Source: an optimization exercise on an open RTL-to-GDS flow (aim: small area). Production flows keep margins and buffers that such runs may drop.
Where RTL was checked, it was by simulation tests only, not by an equivalence proof against the original.
Power is estimated from default activity; no workload was simulated.

==> build 56: inputs <==
// rv_exec_top
module rv_exec_top (
   input  logic          i_clk,
   input  logic          i_rst,
   input  logic          i_valid,
   input  logic [31:0]   i_inst,
   output logic          o_wb_valid,
   output logic          o_wb_illegal,
   output logic [4:0]    o_wb_rd,
   output logic [31:0]   o_wb_data
);
==> flow/config.mk <==
export PLATFORM = sky130hd
export DESIGN_NAME = rv_exec_top
export DESIGN_NICKNAME = rv_exec_top
export VERILOG_FILES = /design/flow/design.v
export SDC_FILE = /design/flow/constraint.sdc
export NUM_CORES = 4
export LEC_CHECK = 0
export CAP_MARGIN = 20
export CORE_MARGIN = 2
export CORE_UTILIZATION = 40
export SETUP_SLACK_MARGIN = 0.1
export SLEW_MARGIN = 20
export SYNTH_HIERARCHICAL = 1
==> flow/constraint.sdc <==
create_clock -name core_clock -period 6.5 [get_ports {i_clk}]
set_input_delay 1.3000 -clock core_clock [delete_from_list [all_inputs] [get_ports {i_clk}]]
set_output_delay 1.3000 -clock core_clock [all_outputs]
set_load 0.01 [all_outputs]
standard.sh (not shown) runs the stock make flow with config.mk's settings and CLKGATE_MAP_FILE= SYNTH_SCRIPT=/design/flow/synth_recipe.tcl, a recipe that flattens the netlist after the stock synthesis.
==> flow/flow/run.sh <==
#!/bin/bash
# Layout: the standard flow (standard.sh, ORFS) with a lighter clock tree
# and small port buffers.
set -euo pipefail

# port buffers: a small buffer instead of the default pick
export BUFFER_PORTS_ARGS="-buffer_cell sky130_fd_sc_hd__buf_2"
# clock tree: bigger sink clusters of clkbuf_8, no dummy loads
export CTS_ARGS="-sink_clustering_enable -repair_clock_nets -sink_clustering_size 16 -sink_clustering_max_diameter 60 -buf_list sky130_fd_sc_hd__clkbuf_8 -dont_use_dummy_load"

bash standard.sh > standard.log 2>&1
==> trial 18 (differences from build 56) <==
--- a/flow/design.v
+++ b/flow/design.v
@@ -223,30 +223,10 @@
       for (int i = 0; i < 32; i++) begin
          o_cn[i+1] = ~gd[1][i];
       end
    end
 endmodule
-module rv_alu_therm (
-   input  logic [4:0]  i_s,
-   input  logic        i_shift,
-   output logic [31:0] o_th
-);
-   always_comb begin
-      for (int j = 0; j < 32; j++) begin
-         o_th[j] = i_shift && (5'(j) >= i_s);
-      end
-   end
-endmodule
-module rv_alu_samt (
-   input  logic [4:0] i_s,
-   input  logic       i_left,
-   output logic [4:0] o_t,
-   output logic [4:0] o_tn
-);
-   assign o_t = i_left ? (~i_s + 5'd1) : i_s;
-   assign o_tn = ~o_t;
-endmodule
 module rv_alu_lt (
    input  logic i_pn31,
    input  logic i_cn31,
    input  logic i_cn32,
    input  logic i_a31,
@@ -263,69 +243,83 @@
    input  logic        i_kpn,     
    input  logic        i_kcn,     
    input  logic        i_kgn,     
    input  logic        i_shift,   
    input  logic        i_left,    
-   input  logic        i_right,   
    input  logic        i_sra,     
    input  logic        i_slt,
    input  logic        i_sltu,
    output logic [31:0] o_result
 );
    logic [31:0] bx;
    logic [31:0] pn;
    logic [31:0] gn;
    logic [32:0] cn;
-   logic [4:0]  t;
-   logic [4:0]  tn;
-   logic [31:0] rot [0:5];    
-   logic [31:0] th;
-   logic [31:0] mn;           
-   logic [31:0] fn;           
+   logic [4:0]  s;
+   logic [4:0]  sn;
+   logic [31:0] sh [0:5];     
    logic        fill;
+   logic        filln;
+   logic [31:0] shn;          
    logic        ltn;
    logic [31:0] kpg;
    logic [31:0] cg;
    logic [31:0] ln;
-   logic [31:0] rn;
    for (genvar i = 0; i < 32; i++) begin : g_pg
       rv_xor2 i_bx (.a(i_b[i]), .b(i_inv), .y(bx[i]));
       rv_xnor2 i_p (.a(i_a[i]), .b(bx[i]), .y(pn[i]));
       rv_nand2 i_g (.a(i_a[i]), .b(bx[i]), .y(gn[i]));
    end
    assign cn[0] = ~i_inv;
    rv_alu_carry i_carry (.i_pn(pn), .i_gn(gn), .i_cin(i_inv), .o_cn(cn[32:1]));
-   rv_alu_samt i_samt (.i_s(i_b[4:0]), .i_left(i_left), .o_t(t), .o_tn(tn));
-   assign rot[0] = i_a;
-   for (genvar l = 0; l < 5; l++) begin : g_rot
-      for (genvar i = 0; i < 32; i++) begin : g_b
-         rv_oai22 i_m (
-            .a1 (rot[l][(i + (1 << l)) % 32]), .a2 (tn[l]),
-            .b1 (rot[l][i]),                   .b2 (t[l]),
-            .y  (rot[l+1][i])
-         );
-      end
-   end
-   rv_alu_therm i_therm (.i_s(i_b[4:0]), .i_shift(i_shift), .o_th(th));
    assign fill = i_sra & i_a[31];
-   for (genvar i = 0; i < 32; i++) begin : g_mask
-      rv_oai22 i_mn (.a1(i_right), .a2(th[i]), .b1(i_left), .b2(th[31-i]), .y(mn[i]));
-      rv_nand2b i_fn (.an(th[31-i]), .b(fill), .y(fn[i]));
+   assign filln = ~fill;
+   assign s = {i_b[4] | ~i_shift, i_b[3:0]};
+   assign sn = {~i_b[4] | ~i_shift, ~i_b[3:0]};
+   for (genvar i = 0; i < 32; i++) begin : g_rev
+      rv_oai22 i_m (
+         .a1 (i_a[31-i]), .a2 (~i_left),
+         .b1 (i_a[i]),    .b2 (i_left),
+         .y  (sh[0][i])
+      );
+   end
+   for (genvar l = 0; l < 5; l++) begin : g_sh
+      for (genvar i = 0; i < 32; i++) begin : g_b
+         if (i + (1 << l) < 32) begin : g_in
+            rv_oai22 i_m (
+               .a1 (sh[l][i + (1 << l)]), .a2 (sn[l]),
+               .b1 (sh[l][i]),            .b2 (s[l]),
+               .y  (sh[l+1][i])
+            );
+         end else begin : g_fill
+            rv_oai22 i_m (
+               .a1 ((l % 2 == 0) ? filln : fill), .a2 (sn[l]),
+               .b1 (sh[l][i]),                    .b2 (s[l]),
+               .y  (sh[l+1][i])
+            );
+         end
+      end
+   end
+   for (genvar i = 0; i < 32; i++) begin : g_out
+      rv_oai22 i_m (
+         .a1 (sh[5][31-i]), .a2 (~i_left),
+         .b1 (sh[5][i]),    .b2 (i_left),
+         .y  (shn[i])
+      );
    end
    rv_alu_lt i_lt (
       .i_pn31 (pn[31]), .i_cn31 (cn[31]), .i_cn32 (cn[32]), .i_a31 (i_a[31]),
       .i_slt (i_slt), .i_sltu (i_sltu), .o_xn (ltn)
    );
    for (genvar i = 0; i < 32; i++) begin : g_res
       rv_nor2 i_kp (.a(pn[i]), .b(i_kpn), .y(kpg[i]));
       rv_oai22 i_cg (.a1(cn[i]), .a2(i_kcn), .b1(gn[i]), .b2(i_kgn), .y(cg[i]));
       rv_xnor2 i_l (.a(kpg[i]), .b(cg[i]), .y(ln[i]));
-      rv_oa21 i_r (.a1(rot[5][i]), .a2(mn[i]), .b1(fn[i]), .y(rn[i]));
       if (i == 0) begin : g_lt
-         rv_nand3 i_o (.a(ln[i]), .b(rn[i]), .c(ltn), .y(o_result[i]));
+         rv_nand3 i_o (.a(ln[i]), .b(shn[i]), .c(ltn), .y(o_result[i]));
       end else begin : g_nlt
-         rv_nand2 i_o (.a(ln[i]), .b(rn[i]), .y(o_result[i]));
+         rv_nand2 i_o (.a(ln[i]), .b(shn[i]), .y(o_result[i]));
       end
    end
 endmodule
 `timescale 1ns/100ps
 module stage_delay (
@@ -382,13 +376,15 @@
       .i_inst    (i_inst),
       .o_lui     (dec_lui),
       .o_op      (dec_op),
       .o_illegal (dec_illegal)
    );
-   stage_delay i_v1 (.i_clk(i_clk), .i_rst(i_rst), .i_d(i_valid), .o_q(s1_valid));
-   stage_delay i_v2 (.i_clk(i_clk), .i_rst(i_rst), .i_d(s1_valid), .o_q(s2_valid));
-   stage_delay i_v3 (.i_clk(i_clk), .i_rst(i_rst), .i_d(s2_valid), .o_q(s3_valid));
+   always_ff @(posedge i_clk) begin
+      s1_valid <= i_valid && !i_rst;
+      s2_valid <= s1_valid && !i_rst;
+      s3_valid <= s2_valid && !i_rst;
+   end
    always_ff @(posedge i_clk) begin
       s1_illegal <= dec_illegal;
       s1_lui <= dec_lui;
       s1_op <= dec_op;
       s1_inst <= i_inst[31:7];
@@ -432,11 +428,10 @@
       .i_kpn    (!(s1_lui || (f3 == 3'd0) || (f3 == 3'd4) || (f3 == 3'd6))),
       .i_kcn    (!(s1_lui || (f3 == 3'd0))),
       .i_kgn    (!(!s1_lui && f3[2] && f3[1])),
       .i_shift  (!s1_lui && (f3[1:0] == 2'b01)),
       .i_left   (!s1_lui && (f3 == 3'd1)),
-      .i_right  (!s1_lui && (f3 == 3'd5)),
       .i_sra    (!s1_lui && (f3 == 3'd5) && alt),
       .i_slt    (!s1_lui && (f3 == 3'd2)),
       .i_sltu   (!s1_lui && (f3 == 3'd3)),
       .o_result (result)
    );
==> flow/flow/run.sh (replaced) <==
#!/bin/bash
# Layout: the standard flow (standard.sh, ORFS) with a lighter clock tree
# and small port buffers.
set -euo pipefail

# port buffers: a small buffer instead of the default pick
export BUFFER_PORTS_ARGS="-buffer_cell sky130_fd_sc_hd__buf_1"
# clock tree: bigger sink clusters of clkbuf_4, no dummy loads
export CTS_ARGS="-sink_clustering_enable -repair_clock_nets -sink_clustering_size 10 -sink_clustering_max_diameter 40 -buf_list sky130_fd_sc_hd__clkbuf_4 -dont_use_dummy_load"

bash standard.sh > standard.log 2>&1
CAP_MARGIN = 15   (was 20)
CORE_UTILIZATION = 60   (was 40)
SETUP_SLACK_MARGIN = 0.25   (was 0.1)
SLEW_MARGIN = 15   (was 20)
==> build 22 (differences from build 56) <==
--- a/flow/design.v
+++ b/flow/design.v
@@ -223,30 +223,10 @@
       for (int i = 0; i < 32; i++) begin
          o_cn[i+1] = ~gd[1][i];
       end
    end
 endmodule
-module rv_alu_therm (
-   input  logic [4:0]  i_s,
-   input  logic        i_shift,
-   output logic [31:0] o_th
-);
-   always_comb begin
-      for (int j = 0; j < 32; j++) begin
-         o_th[j] = i_shift && (5'(j) >= i_s);
-      end
-   end
-endmodule
-module rv_alu_samt (
-   input  logic [4:0] i_s,
-   input  logic       i_left,
-   output logic [4:0] o_t,
-   output logic [4:0] o_tn
-);
-   assign o_t = i_left ? (~i_s + 5'd1) : i_s;
-   assign o_tn = ~o_t;
-endmodule
 module rv_alu_lt (
    input  logic i_pn31,
    input  logic i_cn31,
    input  logic i_cn32,
    input  logic i_a31,
@@ -263,69 +243,83 @@
    input  logic        i_kpn,     
    input  logic        i_kcn,     
    input  logic        i_kgn,     
    input  logic        i_shift,   
    input  logic        i_left,    
-   input  logic        i_right,   
    input  logic        i_sra,     
    input  logic        i_slt,
    input  logic        i_sltu,
    output logic [31:0] o_result
 );
    logic [31:0] bx;
    logic [31:0] pn;
    logic [31:0] gn;
    logic [32:0] cn;
-   logic [4:0]  t;
-   logic [4:0]  tn;
-   logic [31:0] rot [0:5];    
-   logic [31:0] th;
-   logic [31:0] mn;           
-   logic [31:0] fn;           
+   logic [4:0]  s;
+   logic [4:0]  sn;
+   logic [31:0] sh [0:5];     
    logic        fill;
+   logic        filln;
+   logic [31:0] shn;          
    logic        ltn;
    logic [31:0] kpg;
    logic [31:0] cg;
    logic [31:0] ln;
-   logic [31:0] rn;
    for (genvar i = 0; i < 32; i++) begin : g_pg
       rv_xor2 i_bx (.a(i_b[i]), .b(i_inv), .y(bx[i]));
       rv_xnor2 i_p (.a(i_a[i]), .b(bx[i]), .y(pn[i]));
       rv_nand2 i_g (.a(i_a[i]), .b(bx[i]), .y(gn[i]));
    end
    assign cn[0] = ~i_inv;
    rv_alu_carry i_carry (.i_pn(pn), .i_gn(gn), .i_cin(i_inv), .o_cn(cn[32:1]));
-   rv_alu_samt i_samt (.i_s(i_b[4:0]), .i_left(i_left), .o_t(t), .o_tn(tn));
-   assign rot[0] = i_a;
-   for (genvar l = 0; l < 5; l++) begin : g_rot
-      for (genvar i = 0; i < 32; i++) begin : g_b
-         rv_oai22 i_m (
-            .a1 (rot[l][(i + (1 << l)) % 32]), .a2 (tn[l]),
-            .b1 (rot[l][i]),                   .b2 (t[l]),
-            .y  (rot[l+1][i])
-         );
-      end
-   end
-   rv_alu_therm i_therm (.i_s(i_b[4:0]), .i_shift(i_shift), .o_th(th));
    assign fill = i_sra & i_a[31];
-   for (genvar i = 0; i < 32; i++) begin : g_mask
-      rv_oai22 i_mn (.a1(i_right), .a2(th[i]), .b1(i_left), .b2(th[31-i]), .y(mn[i]));
-      rv_nand2b i_fn (.an(th[31-i]), .b(fill), .y(fn[i]));
+   assign filln = ~fill;
+   assign s = {i_b[4] | ~i_shift, i_b[3:0]};
+   assign sn = {~i_b[4] | ~i_shift, ~i_b[3:0]};
+   for (genvar i = 0; i < 32; i++) begin : g_rev
+      rv_oai22 i_m (
+         .a1 (i_a[31-i]), .a2 (~i_left),
+         .b1 (i_a[i]),    .b2 (i_left),
+         .y  (sh[0][i])
+      );
+   end
+   for (genvar l = 0; l < 5; l++) begin : g_sh
+      for (genvar i = 0; i < 32; i++) begin : g_b
+         if (i + (1 << l) < 32) begin : g_in
+            rv_oai22 i_m (
+               .a1 (sh[l][i + (1 << l)]), .a2 (sn[l]),
+               .b1 (sh[l][i]),            .b2 (s[l]),
+               .y  (sh[l+1][i])
+            );
+         end else begin : g_fill
+            rv_oai22 i_m (
+               .a1 ((l % 2 == 0) ? filln : fill), .a2 (sn[l]),
+               .b1 (sh[l][i]),                    .b2 (s[l]),
+               .y  (sh[l+1][i])
+            );
+         end
+      end
+   end
+   for (genvar i = 0; i < 32; i++) begin : g_out
+      rv_oai22 i_m (
+         .a1 (sh[5][31-i]), .a2 (~i_left),
+         .b1 (sh[5][i]),    .b2 (i_left),
+         .y  (shn[i])
+      );
    end
    rv_alu_lt i_lt (
       .i_pn31 (pn[31]), .i_cn31 (cn[31]), .i_cn32 (cn[32]), .i_a31 (i_a[31]),
       .i_slt (i_slt), .i_sltu (i_sltu), .o_xn (ltn)
    );
    for (genvar i = 0; i < 32; i++) begin : g_res
       rv_nor2 i_kp (.a(pn[i]), .b(i_kpn), .y(kpg[i]));
       rv_oai22 i_cg (.a1(cn[i]), .a2(i_kcn), .b1(gn[i]), .b2(i_kgn), .y(cg[i]));
       rv_xnor2 i_l (.a(kpg[i]), .b(cg[i]), .y(ln[i]));
-      rv_oa21 i_r (.a1(rot[5][i]), .a2(mn[i]), .b1(fn[i]), .y(rn[i]));
       if (i == 0) begin : g_lt
-         rv_nand3 i_o (.a(ln[i]), .b(rn[i]), .c(ltn), .y(o_result[i]));
+         rv_nand3 i_o (.a(ln[i]), .b(shn[i]), .c(ltn), .y(o_result[i]));
       end else begin : g_nlt
-         rv_nand2 i_o (.a(ln[i]), .b(rn[i]), .y(o_result[i]));
+         rv_nand2 i_o (.a(ln[i]), .b(shn[i]), .y(o_result[i]));
       end
    end
 endmodule
 `timescale 1ns/100ps
 module stage_delay (
@@ -382,13 +376,15 @@
       .i_inst    (i_inst),
       .o_lui     (dec_lui),
       .o_op      (dec_op),
       .o_illegal (dec_illegal)
    );
-   stage_delay i_v1 (.i_clk(i_clk), .i_rst(i_rst), .i_d(i_valid), .o_q(s1_valid));
-   stage_delay i_v2 (.i_clk(i_clk), .i_rst(i_rst), .i_d(s1_valid), .o_q(s2_valid));
-   stage_delay i_v3 (.i_clk(i_clk), .i_rst(i_rst), .i_d(s2_valid), .o_q(s3_valid));
+   always_ff @(posedge i_clk) begin
+      s1_valid <= i_valid && !i_rst;
+      s2_valid <= s1_valid && !i_rst;
+      s3_valid <= s2_valid && !i_rst;
+   end
    always_ff @(posedge i_clk) begin
       s1_illegal <= dec_illegal;
       s1_lui <= dec_lui;
       s1_op <= dec_op;
       s1_inst <= i_inst[31:7];
@@ -432,11 +428,10 @@
       .i_kpn    (!(s1_lui || (f3 == 3'd0) || (f3 == 3'd4) || (f3 == 3'd6))),
       .i_kcn    (!(s1_lui || (f3 == 3'd0))),
       .i_kgn    (!(!s1_lui && f3[2] && f3[1])),
       .i_shift  (!s1_lui && (f3[1:0] == 2'b01)),
       .i_left   (!s1_lui && (f3 == 3'd1)),
-      .i_right  (!s1_lui && (f3 == 3'd5)),
       .i_sra    (!s1_lui && (f3 == 3'd5) && alt),
       .i_slt    (!s1_lui && (f3 == 3'd2)),
       .i_sltu   (!s1_lui && (f3 == 3'd3)),
       .o_result (result)
    );
==> flow/flow/run.sh (replaced) <==
#!/bin/bash
# Layout: the standard flow (standard.sh, ORFS) with a lighter clock tree
# and small port buffers.
set -euo pipefail

# port buffers: a small buffer instead of the default pick
export BUFFER_PORTS_ARGS="-buffer_cell sky130_fd_sc_hd__buf_1"
# clock tree: bigger sink clusters of clkbuf_4, no dummy loads
export CTS_ARGS="-sink_clustering_enable -repair_clock_nets -sink_clustering_size 8 -sink_clustering_max_diameter 40 -buf_list sky130_fd_sc_hd__clkbuf_4 -dont_use_dummy_load"

bash standard.sh > standard.log 2>&1
CAP_MARGIN = 5   (was 20)
SLEW_MARGIN = 5   (was 20)
==> metrics.log <==
[metrics] most numerous cell on the critical path: sky130_fd_sc_hd__o31a_1
[metrics] status: no timing/DRC/antenna violations
[metrics] Hold Crit Start: s2_data[20]
[metrics] first-pass GRT wire length: between 200000 and 300000 um
[metrics] r2r endpoint: s2_data[0]
[metrics] die outline width: approximately 270 um
[metrics] register-to-register path setup slack: approximately 0.38 ns
[metrics] largest driver fanout on the critical path: 25
[metrics] clock group share of total power: ~30%
[metrics] met3 Resource Use GR: between 20% and 30%
The numbers above come from trial 18.

==> metrics.log <==
[metrics] Hold Crit Start: s2_data[18]
[metrics] Non-CTS buffers: between 200 and 300
[metrics] first-pass GRT wire length: 296000 um
[metrics] most numerous cell on the critical path: sky130_fd_sc_hd__buf_4
[metrics] total length of routed wires: 212000 um
[metrics] status: no timing/DRC/antenna violations
[metrics] number of fill cells: between 10000 and 15000
[metrics] clock group share of total power: roughly a third
[metrics] die outline width: 337 um
[metrics] r2r endpoint: s2_data[0]
[metrics] Startpoint Class: flop
[metrics] number of buffers and inverters on the critical path: 5
The numbers above come from build 56.

==> metrics.log <==
[metrics] status: no timing/DRC/antenna violations
[metrics] slew at the pin with the worst max-slew slack: around 1.3 ns
[metrics] register-to-register path setup slack: ~0.24 ns
[metrics] clock group share of total power: around a third
[metrics] maximum achievable frequency: approximately 0.16 GHz
[metrics] r2r endpoint: s2_data[18]
[metrics] most numerous cell on the critical path: sky130_fd_sc_hd__o22ai_1
[metrics] die outline width: around 330 um
[metrics] Hold Crit Start: s2_rd[2]
[metrics] first-pass GRT wire length: roughly 290000 um
[metrics] Top Metal Used: met5
[metrics] kind of critical path: flop to flop
[metrics] met3 Resource Use GR: a little over an eighth
[metrics] largest driver fanout on the critical path: 33
The numbers above come from build 22.

For build 56, only the layout was checked, not whether the RTL still works.

[port drivers added, routing unchanged]
How much do the figures lean on ideal ports? The routed layouts below were timed once more, with nothing changed but the port constraints. Step 1: set_driving_cell puts a clkbuf_16 on i_clk and a buf_2 on each other input, an assumption about the parent block. Step 2 adds t to the input delays and takes it off the output delays; t is the mean of the earliest and latest rising clock arrival at the registers after step 1. Input paths then give back, and output paths get back, about the clock's delay inside the block. a / b / c = ideal / step 1 / step 2; a / b = the first two.
run	t (ns)	setup slack, ns	clock arrival spread, ns	worst data-port slew with drivers (ns)
build 56	0.865	0.306 / 0.306 / 0.306	0.160 / 0.161	0.04
trial 18	1.104	0.383 / 0.383 / 0.383	0.147 / 0.147	0.09
build 22	1.150	0.239 / 0.239 / 0.239	0.178 / 0.178	0.05
After both steps setup and hold are still met in every run listed.
